From an optimization exercise on the open Yosys and OpenROAD flow, aimed at small area; shortcuts taken in it are not production practice.
RTL that was checked went through simulation tests only; none was proved equivalent to the original.
Power is estimated from default activity; no workload was simulated.

## job 309
## mesh_xy_hop_and_die_crossing_counter
module mesh_xy_hop_and_die_crossing_counter #(
  parameter int COORD_BITS = mxhd_pkg::COORD_BITS_DEF,
  parameter int TOTAL_BITS = mxhd_pkg::TOTAL_BITS_DEF
) (
  input  logic                              clk,
  input  logic                              rst_n,
  input  logic                              in_valid,
  output logic                              in_stall,
  input  logic                              in_operation,
  input  logic [COORD_BITS-1:0]             in_src_x,
  input  logic [COORD_BITS-1:0]             in_src_y,
  input  logic [COORD_BITS-1:0]             in_dest_x,
  input  logic [COORD_BITS-1:0]             in_dest_y,
  input  logic [mxhd_pkg::VOL_BITS-1:0]     in_volume,
  input  logic                              in_last_dest,
  output logic                              out_valid,
  input  logic                              out_stall,
  output logic [TOTAL_BITS-1:0]             out_onchip_hops_total,
  output logic [TOTAL_BITS-1:0]             out_crossing_hops_total,
  output logic                              out_saturated,
  input  logic                              cfg_valid,
  output logic                              cfg_ready,
  input  logic [mxhd_pkg::CFG_IDX_BITS-1:0] cfg_index,
  input  logic [mxhd_pkg::STEP_BITS-1:0]    cfg_data
);
Size: ~830 cells after synthesis, about 200 flip-flops, about 170 I/O pins, roughly 8900 sq um of cells after synthesis.
Settings: LEC_CHECK=0, ABC_AREA=1, CAP_MARGIN=20, CORE_MARGIN=2, CORE_UTILIZATION=40, SLEW_MARGIN=20; clock period 8.0 ns.
standard.sh (not shown) runs the stock make flow with config.mk's settings and CLKGATE_MAP_FILE= SYNTH_SCRIPT=/design/flow/synth_recipe.tcl, a recipe that flattens the netlist after the stock synthesis.
==> flow/flow/run.sh <==
#!/bin/bash
# Standard layout, with each port buffered by the smallest buffer cell and a leaner clock tree.
set -euo pipefail
bash standard.sh "BUFFER_PORTS_ARGS=-buffer_cell sky130_fd_sc_hd__buf_1" \
  "CTS_ARGS=-sink_clustering_enable -repair_clock_nets -buf_list sky130_fd_sc_hd__clkbuf_8 -sink_clustering_size 16 -sink_clustering_max_diameter 100 -dont_use_dummy_load" \
  finish > standard_flow.log 2>&1
Job 309 reached the end of the flow, and the finished layout is clean on the timing, design-rule and antenna checks.
--- input diff job 309..job 6141 ---
diff --git a/flow/flow/run.sh b/flow/flow/run.sh
--- a/flow/flow/run.sh
+++ b/flow/flow/run.sh
@@ -5,2 +5,2 @@
   "CTS_ARGS=-sink_clustering_enable -repair_clock_nets -buf_list sky130_fd_sc_hd__clkbuf_8 -sink_clustering_size 16 -sink_clustering_max_diameter 100 -dont_use_dummy_load" \
-  finish > standard_flow.log 2>&1
+  REMOVE_ABC_BUFFERS=1 finish > standard_flow.log 2>&1
[summary]
Job 6141 did not stop at any stage, and its layout met the timing, design-rule and antenna checks.
Delta (job 6141 minus job 309): global-route track usage on met3 dropped 0.51 points; number of cells on the worst reg-to-reg path rose by 6; core utilization was more or less identical.
Reported for job 309 and job 6141, die extent in y turned out identical to the last digit.
Job 309 → job 6141: worst path setup slack after routing now sits higher; clock power share now sits lower; number of clock-tree buffers in the layout now sits at about the same level; total of cells resized after clock tree synthesis now sits at about the same level.
Function was not checked in any run of this note: the RTL went through the layout flow alone.

========
Setup of the baseline:
mesh_xy_hop_and_die_crossing_counter, a different RTL version from the one above (not shown whole).
Size: ~590 cells after synthesis.
==> flow/design.v (excerpt) <==
module mesh_xy_hop_and_die_crossing_counter #(
  parameter int COORD_BITS = mxhd_pkg::COORD_BITS_DEF,
  parameter int TOTAL_BITS = mxhd_pkg::TOTAL_BITS_DEF
) (
  input  logic                              clk,
  input  logic                              rst_n,
  input  logic                              in_valid,
  output logic                              in_stall,
  input  logic                              in_operation,
  input  logic [COORD_BITS-1:0]             in_src_x,
  input  logic [COORD_BITS-1:0]             in_src_y,
  input  logic [COORD_BITS-1:0]             in_dest_x,
  input  logic [COORD_BITS-1:0]             in_dest_y,
  input  logic [mxhd_pkg::VOL_BITS-1:0]     in_volume,
  input  logic                              in_last_dest,
  output logic                              out_valid,
  input  logic                              out_stall,
  output logic [TOTAL_BITS-1:0]             out_onchip_hops_total,
  output logic [TOTAL_BITS-1:0]             out_crossing_hops_total,
  output logic                              out_saturated,
  input  logic                              cfg_valid,
  output logic                              cfg_ready,
  input  logic [mxhd_pkg::CFG_IDX_BITS-1:0] cfg_index,
  input  logic [mxhd_pkg::STEP_BITS-1:0]    cfg_data
);
  localparam int CB = COORD_BITS;
  localparam int TB = mxhd_pkg::TREE_BITS;
  localparam int UB = 6;
  localparam int SB = mxhd_pkg::STEP_BITS;
  typedef enum logic [3:0] {
    S_RST   = 4'd0,   
    S_CLEAN = 4'd1,   
    S_IDLE  = 4'd2,
    S_MC    = 4'd3,   
    S_WALK  = 4'd4,
    S_MULT  = 4'd5,
    S_FINAL = 4'd6,
    S_ACC   = 4'd7,   
    S_TADD  = 4'd8    
  } state_t;
  state_t st;
  logic [SB-1:0] step_x, step_y;
  logic          single_die;
  logic          in_run;
  logic [CB-1:0] first_x, col_x, col_min_y, prev_y;
  logic [TB-1:0] th, tc;           
  logic          th_ovf, tc_ovf;   
  logic [UB-1:0] uh, uc;           
  logic          wk_y, wk_run, col1;
  logic [CB-1:0] p, r;
  logic [TOTAL_BITS-1:0] tot_o, tot_c;
  logic                  c_o, c_c, ovf_o, ovf_c, sat, ov;
  assign cfg_ready = 1'b1;
  always_ff @(posedge clk) begin
    if (!rst_n) begin
      step_x     <= SB'(4);
  ...
Settings: LEC_CHECK=0, ABC_AREA=1, CAP_MARGIN=20, CORE_MARGIN=2, CORE_UTILIZATION=40, SLEW_MARGIN=20; clock period 8.0 ns.
==> flow/flow/run.sh <==
#!/bin/bash
# Standard layout with three changes: each port is buffered by the smallest buffer cell, the
# clock tree uses clkbuf_8 without dummy loads, and after the standard synthesis the
# combinational logic is mapped again for area (every flip-flop and tie cell is kept as is).
set -euo pipefail
KNOBS=("BUFFER_PORTS_ARGS=-buffer_cell sky130_fd_sc_hd__buf_1"
  "CTS_ARGS=-sink_clustering_enable -repair_clock_nets -buf_list sky130_fd_sc_hd__clkbuf_8 -sink_clustering_size 16 -sink_clustering_max_diameter 100 -dont_use_dummy_load")
R=orfs/results/${FLOW_PLATFORM:-sky130hd}/mesh_xy_hop_and_die_crossing_counter/base
YOSYS=${FLOW_HOME}/../tools/install/yosys/bin/yosys
LIB=${FLOW_HOME}/platforms/sky130hd/lib/sky130_fd_sc_hd__tt_025C_1v80.lib

bash standard.sh "${KNOBS[@]}" synth > standard_synth.log 2>&1

cp $R/1_2_yosys.v $R/1_2_yosys_standard.v
KEEP=$(grep -o "sky130_fd_sc_hd__[a-z0-9_]*" $R/1_2_yosys_standard.v | sort -u | grep -E "__(df|edf|sdf|sedf|dl|conb)" | tr '\n' ' ')
cat > remap.ys <<EOT
read_liberty -ignore_miss_func $LIB
read_verilog $R/1_2_yosys_standard.v
hierarchy -top $FLOW_TOP
blackbox $KEEP
flatten
techmap
opt
abc -script flow/remap.abc -liberty $LIB -dont_use *lpflow* -dont_use *probe* -dont_use *clkbuf* -dont_use *clkinv* -dont_use *dlygate* -dont_use *dlymetal* -dont_use *clkdly*
rename -hide w:*.*
opt_clean
splitnets
opt_clean
hilomap -singleton -hicell sky130_fd_sc_hd__conb_1 HI -locell sky130_fd_sc_hd__conb_1 LO
insbuf -buf sky130_fd_sc_hd__buf_4 A X
opt_clean
stat -liberty $LIB
write_verilog -noattr -noexpr -nohex -nodec $R/1_2_yosys.v
EOT
$YOSYS -l remap.log -s remap.ys > /dev/null 2>&1
rm -f $R/1_synth.odb $R/1_synth.sdc
touch $R/1_2_yosys.v

bash standard.sh "${KNOBS[@]}" finish > standard_finish.log 2>&1
==> flow/flow/remap.abc <==
strash
 ifraig
 dc2
 strash
 &get -n
 &dch -f
 &nf -R 1000
 &put
 topo
diff inputs: the baseline => the candidate
-- flow/flow/run.sh --
<<< the baseline, line 5
set -euo pipefail
KNOBS=("BUFFER_PORTS_ARGS=-buffer_cell sky130_fd_sc_hd__buf_1"
  "CTS_ARGS=-sink_clustering_enable -repair_clock_nets -buf_list sky130_fd_sc_hd__clkbuf_8 -sink_clustering_size 16 -sink_clustering_max_diameter 100 -dont_use_dummy_load")
R=orfs/results/${FLOW_PLATFORM:-sky130hd}/mesh_xy_hop_and_die_crossing_counter/base
YOSYS=${FLOW_HOME}/../tools/install/yosys/bin/yosys
>>> the candidate, line 5
set -euo pipefail
KNOBS=("BUFFER_PORTS_ARGS=-buffer_cell sky130_fd_sc_hd__buf_1"
  "CTS_ARGS=-sink_clustering_enable -repair_clock_nets -buf_list sky130_fd_sc_hd__clkbuf_16 -sink_clustering_size 32 -sink_clustering_max_diameter 100 -dont_use_dummy_load")
R=orfs/results/${FLOW_PLATFORM:-sky130hd}/mesh_xy_hop_and_die_crossing_counter/base
YOSYS=${FLOW_HOME}/../tools/install/yosys/bin/yosys
On hold slack, the baseline and the candidate are basically level. When the candidate is measured against the baseline, its post-route core utilization turns out 0.16 points higher. Summary: with the baseline as the reference, wire length of the first global-routing pass in the candidate moved down slightly. Sort the baseline and the candidate by clock insertion delay at the later pin of the skew report, ascending, and the candidate comes first. The candidate: cell area higher than the baseline. Comparing the candidate against the baseline, there is no change at all in die span in y.

## port drivers added, routing unchanged
The results above use ideal ports. As a check the final layouts listed here were re-extracted and re-timed, cells and wires unchanged.
Step 1, drivers: a clkbuf_16 drives clk and a buf_2 each remaining input, both assumed.
Step 2 times the ports against the registers' clock, not the clock port: input delays grow and output delays shrink by t, the midpoint of the rising clock arrivals with the driver on.
Three values: ideal, step 1, step 2; two values: the first two.
| run | t (ns) | slack for setup (ns) | slew at the worst register clock pin (ns) | worst data-port slew with drivers (ns) |
|---|---|---|---|---|
| job 309 | 0.528 | 4.793 / 4.793 / 4.412 | 0.10 / 0.10 | 0.05 |
| job 6141 | 0.529 | 4.882 / 4.871 / 4.367 | 0.11 / 0.11 | 0.05 |
| the baseline | 0.514 | 4.281 / 4.291 / 3.777 | 0.11 / 0.11 | 0.07 |
| the candidate | 0.495 | 4.274 / 4.294 / 3.799 | 0.11 / 0.11 | 0.06 |
After both steps every run listed still meets setup and hold. For job 6141, which loses most, drivers alone change the setup slack by -0.011 ns; drivers and shift together by -0.515 ns.
